Background: an optimization exercise with open tools, aiming at small area. Do not read the settings as production practice.
Function was checked by simulation only, so behaviour that the tests miss may differ from the original.
Power is estimated from default activity; no workload was simulated.

## reorder_buffer
module reorder_buffer #(
   parameter int unsigned ROB_WIDTH = 4
) (
   input  logic                 clockIn,
   input  logic                 resetIn,
   input  logic                 issueValid,
   input  logic [1:0]           issueType,
   input  logic [4:0]           issueDest,
   input  logic                 issueReady,
   input  logic [31:0]          issueValue,
   output logic [ROB_WIDTH-1:0] issueRobId,
   output logic                 robFull,
   input  logic                 cdbValid,
   input  logic [ROB_WIDTH-1:0] cdbRobId,
   input  logic [31:0]          cdbValue,
   input  logic                 cdbMispredict,
   input  logic [31:0]          cdbTarget,
   input  logic [ROB_WIDTH-1:0] robRs1Dep,
   output logic                 robRs1Ready,
   output logic [31:0]          robRs1Value,
   input  logic [ROB_WIDTH-1:0] robRs2Dep,
   output logic                 robRs2Ready,
   output logic [31:0]          robRs2Value,
   output logic                 regUpdateValid,
   output logic [4:0]           regUpdateDest,
   output logic [31:0]          regUpdateValue,
   output logic [ROB_WIDTH-1:0] regUpdateRobId,
   output logic                 storeCommitValid,
   output logic [ROB_WIDTH-1:0] storeCommitRobId,
   output logic                 clearOut,
   output logic [31:0]          clearPc
);
   localparam int unsigned DEPTH = 1 << ROB_WIDTH;
   logic [ROB_WIDTH:0]   head_q, tail_q;
   logic [ROB_WIDTH-1:0] head, tail;
   logic                 empty;
   logic [DEPTH-1:0] ready_q;
   logic [DEPTH-1:0] kind_q;
   logic [4:0]       dest_q  [DEPTH];
   logic [31:0]      value_q [DEPTH];
   logic                 mp_valid_q;
   logic [ROB_WIDTH-1:0] mp_id_q;
   logic       commit_c, flush_c, issue_c, mp_c, mp_we;
   logic       head_kind, cdb_kind, cdb_br;
   logic [4:0] head_dest;
   logic [ROB_WIDTH-1:0] cdb_age, mp_age, tail_age;
   logic [DEPTH-1:0] sel_tail, sel_cdb, sel_head, sel_last, sel_rs1, sel_rs2;
   logic             hit1, hit2;
   assign head       = head_q[ROB_WIDTH-1:0];
   assign tail       = tail_q[ROB_WIDTH-1:0];
   assign empty      = (head_q == tail_q);
   assign robFull    = (head == tail) && (head_q[ROB_WIDTH] != tail_q[ROB_WIDTH]);
   assign issueRobId = tail;
  ...
Settings: LEC_CHECK=0, CAP_MARGIN=0, CELL_PAD_IN_SITES_DETAIL_PLACEMENT=1, CELL_PAD_IN_SITES_GLOBAL_PLACEMENT=2, CORE_MARGIN=2, CORE_UTILIZATION=30, PLACE_DENSITY=0.5, SLEW_MARGIN=0, SYNTH_HIERARCHICAL=1, SYNTH_MINIMUM_KEEP_SIZE=0; clock period 5.5 ns.
standard.sh (not shown) runs the stock make flow with config.mk's settings and CLKGATE_MAP_FILE= SYNTH_SCRIPT=/design/flow/synth_recipe.tcl, a recipe that flattens the netlist after the stock synthesis.
==> flow/flow/run.sh <==
#!/bin/bash
# Standard layout (the standard.sh, unchanged synthesis) with two changes: ports are buffered
# with buf_1 instead of the default port buffer cell, and clock tree synthesis uses clkbuf_4
# buffers under a clkbuf_16 root, small sink clusters and no dummy loads.
# The make output goes to standard.log; ORFS writes each step's log under orfs/logs/.
set -euo pipefail
bash standard.sh \
  "BUFFER_PORTS_ARGS=-buffer_cell sky130_fd_sc_hd__buf_1" \
  "CTS_ARGS=-sink_clustering_enable -repair_clock_nets -dont_use_dummy_load -root_buf sky130_fd_sc_hd__clkbuf_16 -buf_list sky130_fd_sc_hd__clkbuf_4 -sink_clustering_size 8 -sink_clustering_max_diameter 40" \
  finish > standard.log 2>&1
The first run produced a clean layout.
==> next run, changes <==
--- a/flow/config.mk
+++ b/flow/config.mk
@@ -7,3 +7,3 @@
 export LEC_CHECK = 0
-export CAP_MARGIN = 0
+export CAP_MARGIN = 20
 export CELL_PAD_IN_SITES_DETAIL_PLACEMENT = 1
@@ -13,3 +13,3 @@
 export PLACE_DENSITY = 0.5
-export SLEW_MARGIN = 0
+export SLEW_MARGIN = 20
 export SYNTH_HIERARCHICAL = 1
The new run finished with timing, DRC and antenna clean.
Synthesized area does not change.
Worst setup slack degrades by 16 ps.
Final cell count stays flat.
Power barely changes.
Die area is unchanged.
Wire length stays flat.
Non-clock buffer count climbs by 1.
Sequential share of layout area hardly moves.
Clock power stays flat.

==> static timing again, ports no longer ideal <==
How much do the figures lean on ideal ports? The routed layouts below were timed once more, with nothing changed but the port constraints.
Step 1 assumes that a clkbuf_16 drives the clock port and a buf_2 every other input.
Step 2, shift: input delay + t, output delay - t, t = (earliest + latest rising clock arrival at the registers) / 2. This alone moves slack from input paths to output paths.
Slacks: no drivers / after step 1 / after step 2; pairs: no drivers / after step 1.
run | t (ns) | slack for setup (ns) | hold slack, ns | latest minus earliest clock arrival (ns) | slew at the worst register clock pin (ns)
the first run | 0.803 | 0.301 / 0.229 / 0.651 | 0.476 / 0.433 / 0.476 | 0.104 / 0.105 | 0.10 / 0.10
the second run | 0.789 | 0.284 / 0.213 / 0.633 | 0.302 / 0.254 / 0.471 | 0.120 / 0.120 | 0.10 / 0.10
After both steps every run listed still meets setup and hold.
